What follows belongs to an exercise in optimizing a design on an open flow for small area and a short achievable clock period; a production flow would make more cautious choices. In this exercise RTL edits were held to simulation tests only and were not proved equivalent to the original.

==> inputs of job 1661 <==
## dma_bound_checker_wr
module dma_bound_checker_wr #(
  parameter int NUM_ENTRIES = 8,
  parameter int ADDR_W      = 64,
  parameter int DATA_W      = 128,
  parameter int ID_W        = 5,
  parameter int CNT_W       = 16,
  parameter int IDX_W       = (NUM_ENTRIES > 1) ? $clog2(NUM_ENTRIES) : 1
) (
  input  logic                clock,
  input  logic                reset,
  input  logic                s_axi_aw_valid,
  output logic                s_axi_aw_ready,
  input  logic [ID_W-1:0]     s_axi_aw_bits_id,
  input  logic [ADDR_W-1:0]   s_axi_aw_bits_addr,
  input  logic [7:0]          s_axi_aw_bits_len,
  input  logic [2:0]          s_axi_aw_bits_size,
  input  logic [1:0]          s_axi_aw_bits_burst,
  input  logic                s_axi_w_valid,
  output logic                s_axi_w_ready,
  input  logic [DATA_W-1:0]   s_axi_w_bits_data,
  input  logic [DATA_W/8-1:0] s_axi_w_bits_strb,
  input  logic                s_axi_w_bits_last,
  output logic                s_axi_b_valid,
  input  logic                s_axi_b_ready,
  output logic [ID_W-1:0]     s_axi_b_bits_id,
  output logic [1:0]          s_axi_b_bits_resp,
  output logic                m_axi_aw_valid,
  input  logic                m_axi_aw_ready,
  output logic [ID_W-1:0]     m_axi_aw_bits_id,
  output logic [ADDR_W-1:0]   m_axi_aw_bits_addr,
  output logic [7:0]          m_axi_aw_bits_len,
  output logic [2:0]          m_axi_aw_bits_size,
  output logic [1:0]          m_axi_aw_bits_burst,
  output logic                m_axi_w_valid,
  input  logic                m_axi_w_ready,
  output logic [DATA_W-1:0]   m_axi_w_bits_data,
  output logic [DATA_W/8-1:0] m_axi_w_bits_strb,
  output logic                m_axi_w_bits_last,
  input  logic                m_axi_b_valid,
  output logic                m_axi_b_ready,
  input  logic [ID_W-1:0]     m_axi_b_bits_id,
  input  logic [1:0]          m_axi_b_bits_resp,
  input  logic                cfg_enable,
  input  logic                cfg_we,
  input  logic [IDX_W-1:0]    cfg_idx,
  input  logic [ADDR_W-1:0]   cfg_base,
  input  logic [ADDR_W-1:0]   cfg_bound,
  input  logic                cfg_entry_valid,
  input  logic                err_clr,
  output logic                err_valid,
  output logic [ADDR_W-1:0]   err_addr,
  output logic [ID_W-1:0]     err_id,
  output logic [CNT_W-1:0]    deny_count
);
Settings: LEC_CHECK=0, CAP_MARGIN=20, CORE_MARGIN=2, CORE_UTILIZATION=40, PLACE_DENSITY=0.6, SLEW_MARGIN=20; clock period 12.0 ns.
run.sh (not shown) runs the stock make flow with config.mk's settings and CLKGATE_MAP_FILE= SYNTH_SCRIPT=/design/flow/synth_recipe.tcl, a recipe that flattens the netlist after the stock synthesis.
==> job 7085 (differences from job 1661) <==
--- a/flow/design.v
+++ b/flow/design.v
@@ -162,26 +162,24 @@
       end else begin
         id_q    <= id_q;
       end
     end
   end
   always_ff @(posedge clock or negedge reset) begin
     if (!reset) begin
       valid_q <= {NUM_ENTRIES{1'b0}};
-      for (int i = 0; i < NUM_ENTRIES; i++) begin
-        base_q[i]  <= {ADDR_W{1'b0}};
-        bound_q[i] <= {ADDR_W{1'b0}};
-      end
     end else if (cfg_we) begin
       valid_q[cfg_idx] <= cfg_entry_valid;
+    end
+  end
+  always_ff @(posedge clock) begin
+    if (cfg_we) begin
       base_q[cfg_idx]  <= cfg_base;
       bound_q[cfg_idx] <= cfg_bound;
-    end else begin
-      valid_q <= valid_q;
     end
   end
   always_ff @(posedge clock or negedge reset) begin
     if (!reset) begin
       err_valid_q <= 1'b0;
       err_addr_q  <= {ADDR_W{1'b0}};
       err_id_q    <= {ID_W{1'b0}};
       deny_q      <= {CNT_W{1'b0}};
==> impl_metrics.json <==
{
  "signal_buffers": 502,
  "nClkBuffers": 189,
  "cp.required_ns": 12.66,
  "dpl_cell_area_um2": 73600,
  "synth_area_per_cell_um2": 12.3,
  "clock_skew_ns": 0.0408,
  "fmax_mhz": 89.1,
  "largestClassByArea": "registers",
  "outcome": "finished clean",
  "die_area_um2": 171000
}
[end of results for job 7085]
==> impl_metrics.json <==
{
  "nClkBuffers": 202,
  "die_area_um2": 189000,
  "outcome": "finished clean",
  "synth_area_per_cell_um2": 11.2,
  "cp.required_ns": 12.68,
  "fmax_mhz": 89.8,
  "largestClassByArea": "multi-input gates",
  "signal_buffers": 496
}
[end of results for job 1661]

========
==> job 492 <==
==> flow/design.v <==
module dma_bound_checker_wr #(
  parameter int NUM_ENTRIES = 8,
  parameter int ADDR_W      = 64,
  parameter int DATA_W      = 128,
  parameter int ID_W        = 5,
  parameter int CNT_W       = 16,
  parameter int IDX_W       = (NUM_ENTRIES > 1) ? $clog2(NUM_ENTRIES) : 1
) (
  input  logic                clock,
  input  logic                reset,
  input  logic                s_axi_aw_valid,
  output logic                s_axi_aw_ready,
  input  logic [ID_W-1:0]     s_axi_aw_bits_id,
  input  logic [ADDR_W-1:0]   s_axi_aw_bits_addr,
  input  logic [7:0]          s_axi_aw_bits_len,
  input  logic [2:0]          s_axi_aw_bits_size,
  input  logic [1:0]          s_axi_aw_bits_burst,
  input  logic                s_axi_w_valid,
  output logic                s_axi_w_ready,
  input  logic [DATA_W-1:0]   s_axi_w_bits_data,
  input  logic [DATA_W/8-1:0] s_axi_w_bits_strb,
  input  logic                s_axi_w_bits_last,
  output logic                s_axi_b_valid,
  input  logic                s_axi_b_ready,
  output logic [ID_W-1:0]     s_axi_b_bits_id,
  output logic [1:0]          s_axi_b_bits_resp,
  output logic                m_axi_aw_valid,
  input  logic                m_axi_aw_ready,
  output logic [ID_W-1:0]     m_axi_aw_bits_id,
  output logic [ADDR_W-1:0]   m_axi_aw_bits_addr,
  output logic [7:0]          m_axi_aw_bits_len,
  output logic [2:0]          m_axi_aw_bits_size,
  output logic [1:0]          m_axi_aw_bits_burst,
  output logic                m_axi_w_valid,
  input  logic                m_axi_w_ready,
  output logic [DATA_W-1:0]   m_axi_w_bits_data,
  output logic [DATA_W/8-1:0] m_axi_w_bits_strb,
  output logic                m_axi_w_bits_last,
  input  logic                m_axi_b_valid,
  output logic                m_axi_b_ready,
  input  logic [ID_W-1:0]     m_axi_b_bits_id,
  input  logic [1:0]          m_axi_b_bits_resp,
  input  logic                cfg_enable,
  input  logic                cfg_we,
  input  logic [IDX_W-1:0]    cfg_idx,
  input  logic [ADDR_W-1:0]   cfg_base,
  input  logic [ADDR_W-1:0]   cfg_bound,
  input  logic                cfg_entry_valid,
  input  logic                err_clr,
  output logic                err_valid,
  output logic [ADDR_W-1:0]   err_addr,
  output logic [ID_W-1:0]     err_id,
  output logic [CNT_W-1:0]    deny_count
);
  function automatic logic le_u(input logic [ADDR_W-1:0] a, input logic [ADDR_W-1:0] b);
    logic [ADDR_W-1:0] g, p;
    g = b & ~a;
    p = b | ~a;
    for (int w = 1; w < ADDR_W; w = w * 2) begin
      for (int i = 0; i + w < ADDR_W; i = i + 2 * w) begin
        g[i] = g[i+w] | (p[i+w] & g[i]);
        p[i] = p[i+w] & p[i];
      end
    end
    le_u = g[0] | p[0];
  endfunction
  logic st_idle, st_check, st_fwd_aw, st_fwd_w, st_fwd_b, st_deny_w, st_deny_b;
  logic [ID_W-1:0]     id_q;
  logic [ADDR_W-1:0]   addr_q;
  logic [7:0]          len_q;
  logic [2:0]          size_q;
  logic [1:0]          burst_q;
  logic [ADDR_W-1:0]   base_q  [NUM_ENTRIES];
  logic [ADDR_W-1:0]   bound_q [NUM_ENTRIES];
  logic [NUM_ENTRIES-1:0] valid_q;
  logic                err_valid_q;
  logic [ADDR_W-1:0]   err_addr_q;
  logic [ID_W-1:0]     err_id_q;
  logic [CNT_W-1:0]    deny_q;
  logic [ADDR_W:0]        end_q;
  logic [14:0]         off_s;
  logic [ADDR_W:0]     end_s;
  logic [NUM_ENTRIES-1:0] ge_s, le_s;
  logic                hit_s, pass_s, miss_s, cap_s, aw_hs_s;
  logic                w_last_hs_s, b_hs_s;
  logic [14:0] lg, lp, lc;
  logic [ADDR_W:15] ones;
  logic c15;
  always_comb begin
    off_s = (15'(s_axi_aw_bits_len) << s_axi_aw_bits_size) |
            ((15'd1 << s_axi_aw_bits_size) - 15'd1);
    lg = s_axi_aw_bits_addr[14:0] & off_s;
    lp = s_axi_aw_bits_addr[14:0] | off_s;
    for (int w = 1; w < 15; w = w * 2) begin
      for (int k = 0; k < 15; k++) begin
        if ((k / w) % 2 == 1) begin
          lg[k] = lg[k] | (lp[k] & lg[(k / w) * w - 1]);
          lp[k] = lp[k] & lp[(k / w) * w - 1];
        end
      end
    end
    lc  = {lg[13:0], 1'b0};
    c15 = lg[14];
    ones[15] = 1'b1;
    for (int k = 16; k <= ADDR_W; k++) ones[k] = ones[k-1] & s_axi_aw_bits_addr[k-1];
    end_s[14:0] = s_axi_aw_bits_addr[14:0] ^ off_s ^ lc;
    for (int k = 15; k < ADDR_W; k++) end_s[k] = s_axi_aw_bits_addr[k] ^ (c15 & ones[k]);
    end_s[ADDR_W] = c15 & ones[ADDR_W];
  end
  always_ff @(posedge clock) end_q <= end_s;
  always_comb begin
    for (int i = 0; i < NUM_ENTRIES; i++) begin
      ge_s[i] = le_u(base_q[i], addr_q);
      le_s[i] = le_u(end_q[ADDR_W-1:0], bound_q[i]);
    end
    hit_s  = |(valid_q & ge_s & le_s);
    pass_s = !cfg_enable || (!end_q[ADDR_W] && hit_s);
    miss_s = st_check && !pass_s;
    cap_s  = miss_s && (!err_valid_q || err_clr);
  end
  assign aw_hs_s     = st_idle && s_axi_aw_valid;
  assign w_last_hs_s = s_axi_w_valid && m_axi_w_ready && s_axi_w_bits_last;
  assign b_hs_s      = m_axi_b_valid && s_axi_b_ready;
  always_ff @(posedge clock or negedge reset) begin
    if (!reset) begin
      st_idle   <= 1'b1;
      st_check  <= 1'b0;
      st_fwd_aw <= 1'b0;
      st_fwd_w  <= 1'b0;
      st_fwd_b  <= 1'b0;
      st_deny_w <= 1'b0;
      st_deny_b <= 1'b0;
    end else begin
      st_idle   <= (st_idle && !s_axi_aw_valid) || (st_fwd_b && b_hs_s) ||
                   (st_deny_b && s_axi_b_ready);
      st_check  <= aw_hs_s;
      st_fwd_aw <= (st_check && pass_s) || (st_fwd_aw && !m_axi_aw_ready);
      st_fwd_w  <= (st_fwd_aw && m_axi_aw_ready) || (st_fwd_w && !w_last_hs_s);
      st_fwd_b  <= (st_fwd_w && w_last_hs_s) || (st_fwd_b && !b_hs_s);
      st_deny_w <= miss_s || (st_deny_w && !(s_axi_w_valid && s_axi_w_bits_last));
      st_deny_b <= (st_deny_w && s_axi_w_valid && s_axi_w_bits_last) ||
                   (st_deny_b && !s_axi_b_ready);
    end
  end
  always_ff @(posedge clock or negedge reset) begin
    if (!reset) begin
      id_q    <= {ID_W{1'b0}};
      addr_q  <= {ADDR_W{1'b0}};
      len_q   <= 8'd0;
      size_q  <= 3'd0;
      burst_q <= 2'd0;
    end else if (aw_hs_s) begin
      id_q    <= s_axi_aw_bits_id;
      addr_q  <= s_axi_aw_bits_addr;
      len_q   <= s_axi_aw_bits_len;
      size_q  <= s_axi_aw_bits_size;
      burst_q <= s_axi_aw_bits_burst;
    end
  end
  always_ff @(posedge clock or negedge reset) begin
    if (!reset) valid_q <= {NUM_ENTRIES{1'b0}};
    else if (cfg_we) valid_q[cfg_idx] <= cfg_entry_valid;
  end
  always_ff @(posedge clock) begin
    if (cfg_we) begin
      base_q[cfg_idx]  <= cfg_base;
      bound_q[cfg_idx] <= cfg_bound;
    end
  end
  always_ff @(posedge clock or negedge reset) begin
    if (!reset) begin
      err_valid_q <= 1'b0;
      err_addr_q  <= {ADDR_W{1'b0}};
      err_id_q    <= {ID_W{1'b0}};
      deny_q      <= {CNT_W{1'b0}};
    end else begin
      if (miss_s && (deny_q != {CNT_W{1'b1}})) deny_q <= deny_q + CNT_W'(1'b1);
      if (cap_s) begin
        err_valid_q <= 1'b1;
        err_addr_q  <= addr_q;
        err_id_q    <= id_q;
      end else if (err_clr) begin
        err_valid_q <= 1'b0;
      end
    end
  end
  always_comb begin
    s_axi_aw_ready    = st_idle && reset;
    s_axi_w_ready     = (st_fwd_w && m_axi_w_ready) || st_deny_w;
    s_axi_b_valid     = (st_fwd_b && m_axi_b_valid) || st_deny_b;
    s_axi_b_bits_id   = ({ID_W{st_fwd_b}} & m_axi_b_bits_id) | ({ID_W{st_deny_b}} & id_q);
    s_axi_b_bits_resp = ({2{st_fwd_b}} & m_axi_b_bits_resp) | {st_deny_b, 1'b0};
    m_axi_aw_valid    = st_fwd_aw;
    m_axi_w_valid     = st_fwd_w && s_axi_w_valid;
    m_axi_b_ready     = st_fwd_b && s_axi_b_ready;
  end
  assign m_axi_aw_bits_id    = id_q;
  assign m_axi_aw_bits_addr  = addr_q;
  assign m_axi_aw_bits_len   = len_q;
  assign m_axi_aw_bits_size  = size_q;
  assign m_axi_aw_bits_burst = burst_q;
  assign m_axi_w_bits_data   = s_axi_w_bits_data;
  assign m_axi_w_bits_strb   = s_axi_w_bits_strb;
  assign m_axi_w_bits_last   = s_axi_w_bits_last;
  assign err_valid           = err_valid_q;
  assign err_addr            = err_addr_q;
  assign err_id              = err_id_q;
  assign deny_count          = deny_q;
endmodule
==> flow/flow/run.sh <==
#!/bin/bash
export SETUP_SLACK_MARGIN=7.0
export BUFFER_PORTS_ARGS="-buffer_cell sky130_fd_sc_hd__buf_1"
bash standard.sh > standard.log 2>&1
==> flow/standard.sh <==
#!/bin/bash
# synth_recipe.tcl (not shown) runs the flow's synth.tcl, then flattens the netlist and writes it again
# the make line also repeats each setting of config.mk as NAME=value (left out here)
make -C /OpenROAD-flow-scripts/flow DESIGN_CONFIG=/design/flow/config.mk WORK_HOME=/design/flow/orfs CLKGATE_MAP_FILE= SYNTH_SCRIPT=/design/flow/synth_recipe.tcl "${@:-finish}"
==> flow/config.mk <==
export PLATFORM = sky130hd
export DESIGN_NAME = dma_bound_checker_wr
export DESIGN_NICKNAME = dma_bound_checker_wr
export VERILOG_FILES = /design/flow/design.v
export SDC_FILE = /design/flow/constraint.sdc
export NUM_CORES = 4
export LEC_CHECK = 0
export CAP_MARGIN = 20
export CORE_MARGIN = 2
export CORE_UTILIZATION = 65
export PLACE_DENSITY = 0.72
export SLEW_MARGIN = 20
==> flow/constraint.sdc <==
create_clock -name core_clock -period 12.0 [get_ports {clock}]
set_input_delay 2.4000 -clock core_clock [delete_from_list [all_inputs] [get_ports {clock}]]
set_output_delay 2.4000 -clock core_clock [all_outputs]
set_load 0.01 [all_outputs]
==> inputs of job 2872, as changes to job 492 <==
--- a/flow/design.v
+++ b/flow/design.v
@@ -79,40 +79,29 @@
   logic [CNT_W-1:0]    deny_q;
   logic [ADDR_W:0]        end_q;
+  logic [NUM_ENTRIES-1:0] ge_q;
   logic [14:0]         off_s;
   logic [ADDR_W:0]     end_s;
-  logic [NUM_ENTRIES-1:0] ge_s, le_s;
-  logic                hit_s, pass_s, miss_s, cap_s, aw_hs_s;
+  logic [NUM_ENTRIES-1:0] ge_s, le_s, wr_s;
+  logic                cfg_ge_s, hit_s, pass_s, miss_s, cap_s, aw_hs_s;
   logic                w_last_hs_s, b_hs_s;
-  logic [14:0] lg, lp, lc;
-  logic [ADDR_W:15] ones;
-  logic c15;
   always_comb begin
     off_s = (15'(s_axi_aw_bits_len) << s_axi_aw_bits_size) |
             ((15'd1 << s_axi_aw_bits_size) - 15'd1);
-    lg = s_axi_aw_bits_addr[14:0] & off_s;
-    lp = s_axi_aw_bits_addr[14:0] | off_s;
-    for (int w = 1; w < 15; w = w * 2) begin
-      for (int k = 0; k < 15; k++) begin
-        if ((k / w) % 2 == 1) begin
-          lg[k] = lg[k] | (lp[k] & lg[(k / w) * w - 1]);
-          lp[k] = lp[k] & lp[(k / w) * w - 1];
-        end
-      end
-    end
-    lc  = {lg[13:0], 1'b0};
-    c15 = lg[14];
-    ones[15] = 1'b1;
-    for (int k = 16; k <= ADDR_W; k++) ones[k] = ones[k-1] & s_axi_aw_bits_addr[k-1];
-    end_s[14:0] = s_axi_aw_bits_addr[14:0] ^ off_s ^ lc;
-    for (int k = 15; k < ADDR_W; k++) end_s[k] = s_axi_aw_bits_addr[k] ^ (c15 & ones[k]);
-    end_s[ADDR_W] = c15 & ones[ADDR_W];
+    end_s = {1'b0, s_axi_aw_bits_addr} + (ADDR_W+1)'(off_s);
   end
-  always_ff @(posedge clock) end_q <= end_s;
+  assign cfg_ge_s = le_u(cfg_base, s_axi_aw_bits_addr);
   always_comb begin
     for (int i = 0; i < NUM_ENTRIES; i++) begin
-      ge_s[i] = le_u(base_q[i], addr_q);
-      le_s[i] = le_u(end_q[ADDR_W-1:0], bound_q[i]);
+      wr_s[i] = cfg_we && (cfg_idx == IDX_W'(i));
+      ge_s[i] = wr_s[i] ? cfg_ge_s : le_u(base_q[i], s_axi_aw_bits_addr);
     end
-    hit_s  = |(valid_q & ge_s & le_s);
+  end
+  always_ff @(posedge clock) begin
+    end_q <= end_s;
+    ge_q  <= ge_s;
+  end
+  always_comb begin
+    for (int i = 0; i < NUM_ENTRIES; i++) le_s[i] = le_u(end_q[ADDR_W-1:0], bound_q[i]);
+    hit_s  = |(valid_q & ge_q & le_s);
     pass_s = !cfg_enable || (!end_q[ADDR_W] && hit_s);
     miss_s = st_check && !pass_s;
==> flow/run.sh (new file) <==
#!/bin/bash
# synth_recipe.tcl (not shown) runs the flow's synth.tcl, then flattens the netlist and writes it again
# the make line also repeats each setting of config.mk as NAME=value (left out here)
make -C /OpenROAD-flow-scripts/flow DESIGN_CONFIG=/design/flow/config.mk WORK_HOME=/design/flow/orfs CLKGATE_MAP_FILE= SYNTH_SCRIPT=/design/flow/synth_recipe.tcl finish
--- a/flow/config.mk
+++ b/flow/config.mk
@@ -8,5 +8,5 @@
 export CAP_MARGIN = 20
 export CORE_MARGIN = 2
-export CORE_UTILIZATION = 65
-export PLACE_DENSITY = 0.72
+export CORE_UTILIZATION = 40
+export PLACE_DENSITY = 0.6
 export SLEW_MARGIN = 20
removed: flow/flow/run.sh
removed: flow/standard.sh
==> qor summary <==
	job 2872	job 492
Share of the yosys chip area belonging to registers	62.0%	62.3%
Wire length the detailed router placed on met1	81.2 mm	70.0 mm
Worst clock skew	0.0386 ns	0.0267 ns
Number of well taps	1930	1176
Worst Min Path Start	valid_q[3]	deny_q[7]
Sequential cells	1280	1272
Area taken by flip-flops and latches	36800 um2	36700 um2
Number of inverters outside the clock class in the layout	364	368
Critical Path End Type	flip-flop	primary output
Hold Path Cell Cnt	2	1
Number of post-CTS setup repair buffers	0	30
Die height	389 um	305 um
Fraction of the mapped netlist area in compound gates	14.4%	14.7%
Result of the run	timing/DRC/antenna clean	timing/DRC/antenna clean
Fraction of area in registers	53.1%	55.6%

-- port drivers added, routing unchanged --
No port has a modelled driver above. Below, the same layouts with a new extraction and two added sets of constraints. Step 1, drivers: a clkbuf_16 drives clock and a buf_2 each remaining input, both assumed. Step 2 moves the port delays by t, midway between the first and last clock arrival at a register: inputs arrive t later, outputs are due t later. That takes back most of the time a late clock gives input paths. Three values: no drivers, after step 1, after step 2; two values: the first two.
| run | t, ns | slack for setup (ns) | cell pins on the clock port's net |
|---|---|---|---|
| job 1661 | 0.875 | 0.870 / 0.870 / 0.870 | 1 |
| job 7085 | 0.867 | 0.781 / 0.781 / 0.781 | 1 |
| job 492 | 0.817 | 6.781 / 6.728 / 6.058 | 1 |
| job 2872 | 0.843 | 4.904 / 4.936 / 4.094 | 1 |
After both steps setup and hold are still met in every run listed. The setup slack of job 2872, which loses most, moves by +0.032 ns with the drivers and by -0.810 ns with both steps.
